What follows belongs to an exercise in optimizing a design on an open flow for small area; a production flow would make more cautious choices. Only simulation tests tie the RTL to the original design; equivalence was not proved.

==> run P <==
Design timer_subsys, start of the top module:
module timer_subsys (
	input  wire		clk,
	input  wire		rst_n,
	input  wire		psel,
	input  wire		penable,
	input  wire		pwrite,
	input  wire [15:0]	paddr,
	input  wire [31:0]	pwdata,
	input  wire		dbg_halt,
	output logic [31:0]	prdata,
	output logic		pready,
	output logic		pslverr,
	output logic [3:0]	irq
);
	assign pready = 1'b1;
	wire		access = psel & penable;
	wire		aligned = (paddr[15:6] == 10'd0) & (paddr[1:0] == 2'd0);
	wire [3:0]	idx = paddr[5:2];
	wire		mapped = aligned & ~(idx[3] & idx[2]);
	assign pslverr = access & (~mapped | (pwrite & (idx == 4'd1)));
	wire		wr = access & pwrite & aligned;
	wire		ctrl_we = wr & (idx == 4'd0);
	wire		mt_lo_we = wr & (idx == 4'd2);
	wire		mt_hi_we = wr & (idx == 4'd3);
	wire [3:0]	cmp_lo_we, cmp_hi_we;
	for (genvar k = 0; k < 4; k++) begin : g_we
		assign cmp_lo_we[k] = wr & (idx == 4'(4 + 2 * k));
		assign cmp_hi_we[k] = wr & (idx == 4'(5 + 2 * k));
	end
	logic		ctrl_en;
	logic [3:0]	prescale;
	logic [63:0]	mtime;
	always_ff @(posedge clk or negedge rst_n)
		if (!rst_n)
			ctrl_en <= 1'b0;
		else if (ctrl_we)
			ctrl_en <= pwdata[0];
	wire run  = ctrl_en & ~dbg_halt;
	wire tick = run & (prescale[3] & prescale[1] & prescale[0]);
  ...
==> module timer_subsys, before the edit <==
module timer_subsys (
	input  wire		clk,
	input  wire		rst_n,
	input  wire		psel,
	input  wire		penable,
	input  wire		pwrite,
	input  wire [15:0]	paddr,
	input  wire [31:0]	pwdata,
	input  wire		dbg_halt,
	output logic [31:0]	prdata,
	output logic		pready,
	output logic		pslverr,
	output logic [3:0]	irq
);
	assign pready = 1'b1;
	wire		access = psel & penable;
	wire		aligned = (paddr[15:6] == 10'd0) & (paddr[1:0] == 2'd0);
	wire [3:0]	idx = paddr[5:2];
	wire		mapped = aligned & ~(idx[3] & idx[2]);
	assign pslverr = access & (~mapped | (pwrite & (idx == 4'd1)));
	wire		wr = access & pwrite & aligned;
	wire		ctrl_we = wr & (idx == 4'd0);
	wire		mt_lo_we = wr & (idx == 4'd2);
	wire		mt_hi_we = wr & (idx == 4'd3);
	wire [3:0]	cmp_lo_we, cmp_hi_we;
	for (genvar k = 0; k < 4; k++) begin : g_we
		assign cmp_lo_we[k] = wr & (idx == 4'(4 + 2 * k));
		assign cmp_hi_we[k] = wr & (idx == 4'(5 + 2 * k));
	end
	logic		ctrl_en;
	logic [3:0]	prescale;
	logic [63:0]	mtime;
	always_ff @(posedge clk or negedge rst_n)
		if (!rst_n)
			ctrl_en <= 1'b0;
		else if (ctrl_we)
			ctrl_en <= pwdata[0];
	wire run  = ctrl_en & ~dbg_halt;
	wire tick = run & (prescale[3] & prescale[1] & prescale[0]);
	always_ff @(posedge clk or negedge rst_n)
		if (!rst_n)
			prescale <= 4'd0;
		else if (run)
			prescale <= tick ? 4'd0 : prescale + 4'd1;
	logic [63:0] carry;
	assign carry[0] = 1'b1;
	for (genvar i = 1; i < 64; i++) begin : g_inc
		assign carry[i] = &mtime[i-1:0];
	end
	wire lo_ones = &mtime[31:0];
	wire hi_ones = &mtime[63:32];
	always_ff @(posedge clk or negedge rst_n)
		if (!rst_n)
			mtime <= 64'd0;
		else if (mt_lo_we)
			mtime[31:0] <= pwdata;
		else if (mt_hi_we)
			mtime[63:32] <= pwdata;
		else if (tick)
			mtime <= mtime ^ carry;
	logic [31:0]	cmpn_lo [4];
	logic [31:0]	cmpn_hi [4];
	logic [3:0]	lo_set, hi_set;
	for (genvar k = 0; k < 4; k++) begin : g_chan
		always_ff @(posedge clk) begin
			if (cmp_lo_we[k])
				cmpn_lo[k] <= ~pwdata;
			if (cmp_hi_we[k])
				cmpn_hi[k] <= ~pwdata;
		end
		always_ff @(posedge clk or negedge rst_n)
			if (!rst_n) begin
				lo_set[k] <= 1'b0;
				hi_set[k] <= 1'b0;
			end else begin
				if (cmp_lo_we[k])
					lo_set[k] <= 1'b1;
				if (cmp_hi_we[k])
					hi_set[k] <= 1'b1;
			end
		wire gl, pl, gh, ph;
		timer_gp32 u_lo (.a(mtime[31:0]),  .b(cmpn_lo[k]), .g(gl), .p(pl));
		timer_gp32 u_hi (.a(mtime[63:32]), .b(cmpn_hi[k]), .g(gh), .p(ph));
		wire ge_lo = lo_set[k] ? (gl | pl) : lo_ones;
		wire g_hi  = hi_set[k] & gh;
		wire p_hi  = hi_set[k] ? ph : hi_ones;
		always_ff @(posedge clk or negedge rst_n)
			if (!rst_n)
				irq[k] <= 1'b0;
			else
				irq[k] <= g_hi | (p_hi & ge_lo);
	end
	wire		s_ctrl = (idx == 4'd0);
	wire		s_irq  = (idx == 4'd1);
	wire		s_mlo  = (idx == 4'd2);
	wire		s_mhi  = (idx == 4'd3);
	wire [3:0]	s_clo, s_chi;
	for (genvar k = 0; k < 4; k++) begin : g_rsel
		assign s_clo[k] = (idx == 4'(4 + 2 * k));
		assign s_chi[k] = (idx == 4'(5 + 2 * k));
	end
	wire [3:0]	t_clo = s_clo & lo_set, t_chi = s_chi & hi_set;
	wire		ones_rd = |(s_clo & ~lo_set) | |(s_chi & ~hi_set);
	wire		cmp_rd = |t_clo | |t_chi;
	logic [31:0] cmpn_or;
	always_comb begin
		cmpn_or = '0;
		for (int k = 0; k < 4; k++)
			cmpn_or = cmpn_or | (cmpn_lo[k] & {32{t_clo[k]}}) | (cmpn_hi[k] & {32{t_chi[k]}});
	end
	assign prdata = {32{ones_rd}}
		| ({32{cmp_rd}} & ~cmpn_or)
		| (mtime[31:0] & {32{s_mlo}})
		| (mtime[63:32] & {32{s_mhi}})
		| {28'd0, irq & {4{s_irq}}}
		| {31'd0, ctrl_en & s_ctrl};
endmodule
Settings: LEC_CHECK=0, CAP_MARGIN=0, CORE_MARGIN=2, CORE_UTILIZATION=55, PLACE_DENSITY=0.75, SETUP_SLACK_MARGIN=0.02, SLEW_MARGIN=0; clock period 3.5 ns.
standard.sh (not shown) runs the stock make flow with config.mk's settings and CLKGATE_MAP_FILE= SYNTH_SCRIPT=/design/flow/synth_recipe.tcl, a recipe that flattens the netlist after the stock synthesis.
==> flow/flow/run.sh <==
#!/bin/bash
# Layout flow: the standard ORFS flow, with smaller port buffers, a clock
# tree without dummy loads and power recovery (which downsizes cells with slack).
set -uo pipefail
cd "$(dirname "${BASH_SOURCE[0]}")/.."
bash standard.sh \
	"BUFFER_PORTS_ARGS=-buffer_cell sky130_fd_sc_hd__buf_2" \
	"CTS_ARGS=-sink_clustering_enable -repair_clock_nets -buf_list sky130_fd_sc_hd__clkbuf_8 -sink_clustering_size 16 -sink_clustering_max_diameter 50 -dont_use_dummy_load" \
	finish > standard.log 2>&1
exit $?
==> inputs of run Z, as changes to run P <==
==> flow/flow/run.sh (replaced) <==
#!/bin/bash
# Layout flow: the standard ORFS flow, with smaller port buffers, a clock
# tree without dummy loads, and power recovery (which downsizes cells with
# slack) followed by a max-slew repair.
set -uo pipefail
cd "$(dirname "${BASH_SOURCE[0]}")/.."
bash standard.sh \
	"BUFFER_PORTS_ARGS=-buffer_cell sky130_fd_sc_hd__buf_2" \
	"CTS_ARGS=-sink_clustering_enable -repair_clock_nets -buf_list sky130_fd_sc_hd__clkbuf_8 -sink_clustering_size 16 -sink_clustering_max_diameter 50 -dont_use_dummy_load" \
	"RECOVER_POWER=100" \
	"POST_GLOBAL_ROUTE_TCL=$PWD/flow/post_grt.tcl" \
	finish > standard.log 2>&1
exit $?
==> flow/flow/post_grt.tcl (new file) <==
# Power recovery can leave high-fanout nets (the reset) with a driver too weak
# for its load: repair max slew and capacitance again, legalize, reroute.
global_route -start_incremental
repair_design -slew_margin 0 -cap_margin 0
detailed_placement
global_route -end_incremental
estimate_parasitics -global_routing
write_guides $::env(RESULTS_DIR)/route.guide
==> inputs of run F, as changes to run P <==
--- a/flow/design.v
+++ b/flow/design.v
@@ -81,31 +81,33 @@
 			prescale <= 4'd0;
 		else if (run)
 			prescale <= tick ? 4'd0 : prescale + 4'd1;
-	logic [63:0] carry;
-	assign carry[0] = 1'b1;
+	logic [63:0] mtimen;
+	assign mtime = ~mtimen;
+	logic [63:0] borrow;
+	assign borrow[0] = 1'b1;
 	for (genvar i = 1; i < 64; i++) begin : g_inc
-		assign carry[i] = &mtime[i-1:0];
+		assign borrow[i] = ~|mtimen[i-1:0];
 	end
-	wire lo_ones = &mtime[31:0];
-	wire hi_ones = &mtime[63:32];
+	wire lo_ones = ~|mtimen[31:0];
+	wire hi_ones = ~|mtimen[63:32];
 	always_ff @(posedge clk or negedge rst_n)
 		if (!rst_n)
-			mtime <= 64'd0;
+			mtimen <= '1;
 		else if (mt_lo_we)
-			mtime[31:0] <= pwdata;
+			mtimen[31:0] <= ~pwdata;
 		else if (mt_hi_we)
-			mtime[63:32] <= pwdata;
+			mtimen[63:32] <= ~pwdata;
 		else if (tick)
-			mtime <= mtime ^ carry;
-	logic [31:0]	cmpn_lo [4];
-	logic [31:0]	cmpn_hi [4];
+			mtimen <= mtimen ^ borrow;
+	logic [31:0]	cmp_lo [4];
+	logic [31:0]	cmp_hi [4];
 	logic [3:0]	lo_set, hi_set;
 	for (genvar k = 0; k < 4; k++) begin : g_chan
 		always_ff @(posedge clk) begin
 			if (cmp_lo_we[k])
-				cmpn_lo[k] <= ~pwdata;
+				cmp_lo[k] <= pwdata;
 			if (cmp_hi_we[k])
-				cmpn_hi[k] <= ~pwdata;
+				cmp_hi[k] <= pwdata;
 		end
 		always_ff @(posedge clk or negedge rst_n)
 			if (!rst_n) begin
@@ -118,8 +120,8 @@
 					hi_set[k] <= 1'b1;
 			end
 		wire gl, pl, gh, ph;
-		timer_gp32 u_lo (.a(mtime[31:0]),  .b(cmpn_lo[k]), .g(gl), .p(pl));
-		timer_gp32 u_hi (.a(mtime[63:32]), .b(cmpn_hi[k]), .g(gh), .p(ph));
+		timer_gp32 u_lo (.a(mtime[31:0]),  .b(~cmp_lo[k]), .g(gl), .p(pl));
+		timer_gp32 u_hi (.a(mtime[63:32]), .b(~cmp_hi[k]), .g(gh), .p(ph));
 		wire ge_lo = lo_set[k] ? (gl | pl) : lo_ones;
 		wire g_hi  = hi_set[k] & gh;
 		wire p_hi  = hi_set[k] ? ph : hi_ones;
@@ -140,15 +142,14 @@
 	end
 	wire [3:0]	t_clo = s_clo & lo_set, t_chi = s_chi & hi_set;
 	wire		ones_rd = |(s_clo & ~lo_set) | |(s_chi & ~hi_set);
-	wire		cmp_rd = |t_clo | |t_chi;
-	logic [31:0] cmpn_or;
+	logic [31:0] cmp_or;
 	always_comb begin
-		cmpn_or = '0;
+		cmp_or = '0;
 		for (int k = 0; k < 4; k++)
-			cmpn_or = cmpn_or | (cmpn_lo[k] & {32{t_clo[k]}}) | (cmpn_hi[k] & {32{t_chi[k]}});
+			cmp_or = cmp_or | (cmp_lo[k] & {32{t_clo[k]}}) | (cmp_hi[k] & {32{t_chi[k]}});
 	end
 	assign prdata = {32{ones_rd}}
-		| ({32{cmp_rd}} & ~cmpn_or)
+		| cmp_or
 		| (mtime[31:0] & {32{s_mlo}})
 		| (mtime[63:32] & {32{s_mhi}})
 		| {28'd0, irq & {4{s_irq}}}
==> flow/flow/run.sh (replaced) <==
#!/bin/bash
# Layout flow: the standard ORFS flow, with smaller port buffers, a clock
# tree without dummy loads, and power recovery (which downsizes cells with
# slack) followed by a max-slew repair.
set -uo pipefail
cd "$(dirname "${BASH_SOURCE[0]}")/.."
bash standard.sh \
	"BUFFER_PORTS_ARGS=-buffer_cell sky130_fd_sc_hd__buf_2" \
	"CTS_ARGS=-sink_clustering_enable -repair_clock_nets -buf_list sky130_fd_sc_hd__clkbuf_4 -sink_clustering_size 10 -sink_clustering_max_diameter 40 -dont_use_dummy_load" \
	"POST_GLOBAL_ROUTE_TCL=$PWD/flow/post_grt.tcl" \
	finish > standard.log 2>&1
exit $?
==> flow/flow/post_grt.tcl (new file) <==
# Downsize cells that have timing slack to spare, keeping a setup margin,
# then repair max slew and capacitance again, legalize and reroute.
global_route -start_incremental
repair_timing -recover_power 100 -setup_margin 0.15 -verbose
repair_design -slew_margin 0 -cap_margin 0
detailed_placement
global_route -end_incremental
estimate_parasitics -global_routing
report_wns
report_tns
write_guides $::env(RESULTS_DIR)/route.guide
- GPL_TIMING_DRIVEN: default -> 0
==> inputs of run A, as changes to run P <==
--- a/flow/design.v
+++ b/flow/design.v
@@ -81,31 +81,33 @@
 			prescale <= 4'd0;
 		else if (run)
 			prescale <= tick ? 4'd0 : prescale + 4'd1;
-	logic [63:0] carry;
-	assign carry[0] = 1'b1;
+	logic [63:0] mtimen;
+	assign mtime = ~mtimen;
+	logic [63:0] borrow;
+	assign borrow[0] = 1'b1;
 	for (genvar i = 1; i < 64; i++) begin : g_inc
-		assign carry[i] = &mtime[i-1:0];
+		assign borrow[i] = ~|mtimen[i-1:0];
 	end
-	wire lo_ones = &mtime[31:0];
-	wire hi_ones = &mtime[63:32];
+	wire lo_ones = ~|mtimen[31:0];
+	wire hi_ones = ~|mtimen[63:32];
 	always_ff @(posedge clk or negedge rst_n)
 		if (!rst_n)
-			mtime <= 64'd0;
+			mtimen <= '1;
 		else if (mt_lo_we)
-			mtime[31:0] <= pwdata;
+			mtimen[31:0] <= ~pwdata;
 		else if (mt_hi_we)
-			mtime[63:32] <= pwdata;
+			mtimen[63:32] <= ~pwdata;
 		else if (tick)
-			mtime <= mtime ^ carry;
-	logic [31:0]	cmpn_lo [4];
-	logic [31:0]	cmpn_hi [4];
+			mtimen <= mtimen ^ borrow;
+	logic [31:0]	cmp_lo [4];
+	logic [31:0]	cmp_hi [4];
 	logic [3:0]	lo_set, hi_set;
 	for (genvar k = 0; k < 4; k++) begin : g_chan
 		always_ff @(posedge clk) begin
 			if (cmp_lo_we[k])
-				cmpn_lo[k] <= ~pwdata;
+				cmp_lo[k] <= pwdata;
 			if (cmp_hi_we[k])
-				cmpn_hi[k] <= ~pwdata;
+				cmp_hi[k] <= pwdata;
 		end
 		always_ff @(posedge clk or negedge rst_n)
 			if (!rst_n) begin
@@ -118,8 +120,8 @@
 					hi_set[k] <= 1'b1;
 			end
 		wire gl, pl, gh, ph;
-		timer_gp32 u_lo (.a(mtime[31:0]),  .b(cmpn_lo[k]), .g(gl), .p(pl));
-		timer_gp32 u_hi (.a(mtime[63:32]), .b(cmpn_hi[k]), .g(gh), .p(ph));
+		timer_gp32 u_lo (.a(mtime[31:0]),  .b(~cmp_lo[k]), .g(gl), .p(pl));
+		timer_gp32 u_hi (.a(mtime[63:32]), .b(~cmp_hi[k]), .g(gh), .p(ph));
 		wire ge_lo = lo_set[k] ? (gl | pl) : lo_ones;
 		wire g_hi  = hi_set[k] & gh;
 		wire p_hi  = hi_set[k] ? ph : hi_ones;
@@ -140,15 +142,14 @@
 	end
 	wire [3:0]	t_clo = s_clo & lo_set, t_chi = s_chi & hi_set;
 	wire		ones_rd = |(s_clo & ~lo_set) | |(s_chi & ~hi_set);
-	wire		cmp_rd = |t_clo | |t_chi;
-	logic [31:0] cmpn_or;
+	logic [31:0] cmp_or;
 	always_comb begin
-		cmpn_or = '0;
+		cmp_or = '0;
 		for (int k = 0; k < 4; k++)
-			cmpn_or = cmpn_or | (cmpn_lo[k] & {32{t_clo[k]}}) | (cmpn_hi[k] & {32{t_chi[k]}});
+			cmp_or = cmp_or | (cmp_lo[k] & {32{t_clo[k]}}) | (cmp_hi[k] & {32{t_chi[k]}});
 	end
 	assign prdata = {32{ones_rd}}
-		| ({32{cmp_rd}} & ~cmpn_or)
+		| cmp_or
 		| (mtime[31:0] & {32{s_mlo}})
 		| (mtime[63:32] & {32{s_mhi}})
 		| {28'd0, irq & {4{s_irq}}}
==> flow/flow/run.sh (replaced) <==
#!/bin/bash
# Layout flow: the standard ORFS flow, with smaller port buffers, a clock
# tree without dummy loads, and power recovery (which downsizes cells with
# slack) followed by a max-slew repair.
set -uo pipefail
cd "$(dirname "${BASH_SOURCE[0]}")/.."
bash standard.sh \
	"BUFFER_PORTS_ARGS=-buffer_cell sky130_fd_sc_hd__buf_2" \
	"CTS_ARGS=-sink_clustering_enable -repair_clock_nets -buf_list sky130_fd_sc_hd__clkbuf_8 -sink_clustering_size 16 -sink_clustering_max_diameter 50 -dont_use_dummy_load" \
	"POST_GLOBAL_ROUTE_TCL=$PWD/flow/post_grt.tcl" \
	finish > standard.log 2>&1
exit $?
==> flow/flow/post_grt.tcl (new file) <==
# Downsize cells that have timing slack to spare, keeping a setup margin,
# then repair max slew and capacitance again, legalize and reroute.
global_route -start_incremental
repair_timing -recover_power 100 -setup_margin 0.15 -verbose
repair_design -slew_margin 0 -cap_margin 0
detailed_placement
global_route -end_incremental
estimate_parasitics -global_routing
report_wns
report_tns
write_guides $::env(RESULTS_DIR)/route.guide
==> flow_metrics.env <==
export IMPL_portBuffers=90
export IMPL_cts_made_buffers=34
export IMPL_drive_above_1_share_pct=13.15
export IMPL_diodes=0
export IMPL_status="timing/DRC/antenna clean"
export IMPL_buf_share_pct=4.498
export IMPL_die_area_mm2=0.03400
export IMPL_leakage_uw=0.006325
export IMPL_setup_violations=0
export IMPL_final_core_util_pct=59.88
export IMPL_cp_end_kind="register"
export IMPL_multi_input_area_share_pct=39.08
export IMPL_max_vdd_ir_drop_v=0.0003275
# the run above: run A

==> flow_metrics.env <==
export IMPL_worst_slack_ns=-0.04887
export IMPL_diodes=5
export IMPL_cp_end_kind="output pin"
export IMPL_status="finished with violations"
export IMPL_multi_input_area_share_pct=38.66
export IMPL_setup_violations=8
export IMPL_portBuffers=89
export IMPL_die_area_mm2=0.03400
export IMPL_drive_above_1_share_pct=15.90
export IMPL_so_faults="negative setup slack"
export IMPL_buf_share_pct=6.281
export IMPL_dpl_cell_area_mm2=0.01926
export IMPL_leakage_uw=0.006517
export IMPL_final_core_util_pct=61.02
export IMPL_max_vdd_ir_drop_v=0.0002875
export IMPL_cts_made_buffers=52
# the run above: run F

==> flow_metrics.env <==
export IMPL_final_core_util_pct=61.68
export IMPL_leakage_uw=0.007002
export IMPL_cts_made_buffers=37
export IMPL_status="timing/DRC/antenna clean"
export IMPL_multi_input_area_share_pct=39.41
export IMPL_buf_share_pct=6.120
export IMPL_diodes=0
export IMPL_portBuffers=90
export IMPL_setup_violations=0
# the run above: run P

==> flow_metrics.env <==
export IMPL_status="finished with violations"
export IMPL_so_faults="negative setup slack"
export IMPL_fin_crit_ns=3.521
export IMPL_leakage_uw=0.006796
export IMPL_worst_slack_ns=-0.02071
export IMPL_pg_comb_uw=237
export IMPL_max_vdd_ir_drop_v=0.0002148
export IMPL_setup_violations=1
export IMPL_synthCells=1810
export IMPL_drc_errors=0
export IMPL_worstSetupStartpointType="input pin"
export IMPL_final_core_util_pct=61.02
export IMPL_diodes=0
export IMPL_portBuffers=90
export IMPL_multi_input_area_share_pct=39.73
export IMPL_cts_sinks=337
export IMPL_buf_share_pct=5.230
export IMPL_cp_end_kind="output pin"
export IMPL_die_area_mm2=0.03470
# the run above: run Z

==> re-timing with driven ports <==
The flow's constraints put no driver on any port. The routed layouts listed below were extracted and timed again, unchanged, in two steps.
Step 1: set_driving_cell puts a clkbuf_16 on clk and a buf_2 on each other input, an assumption about the parent block.
Step 2 times the ports against the registers' clock, not the clock port: input delays grow and output delays shrink by t, the midpoint of the rising clock arrivals with the driver on.
a / b / c = ideal / step 1 / step 2; a / b = the first two.
run	t (ns)	setup WS [ns]	clock arrival spread, ns	worst register clock-pin slew, ns	worst slew at a driven data input, ns
run P	0.607	0.095 / 0.067 / 0.067	0.046 / 0.045	0.10 / 0.10	0.03
run Z	0.609	-0.021 / -0.049 / -0.380	0.048 / 0.048	0.10 / 0.10	0.03
run F	0.873	-0.049 / -0.101 / -0.773	0.119 / 0.119	0.12 / 0.12	0.04
run A	0.601	0.149 / 0.130 / -0.217	0.045 / 0.044	0.10 / 0.10	0.04
Met with ideal ports but missed after step 2: setup timing in run A. For run F, which loses most, drivers alone change the setup slack by -0.052 ns; drivers and shift together by -0.724 ns.
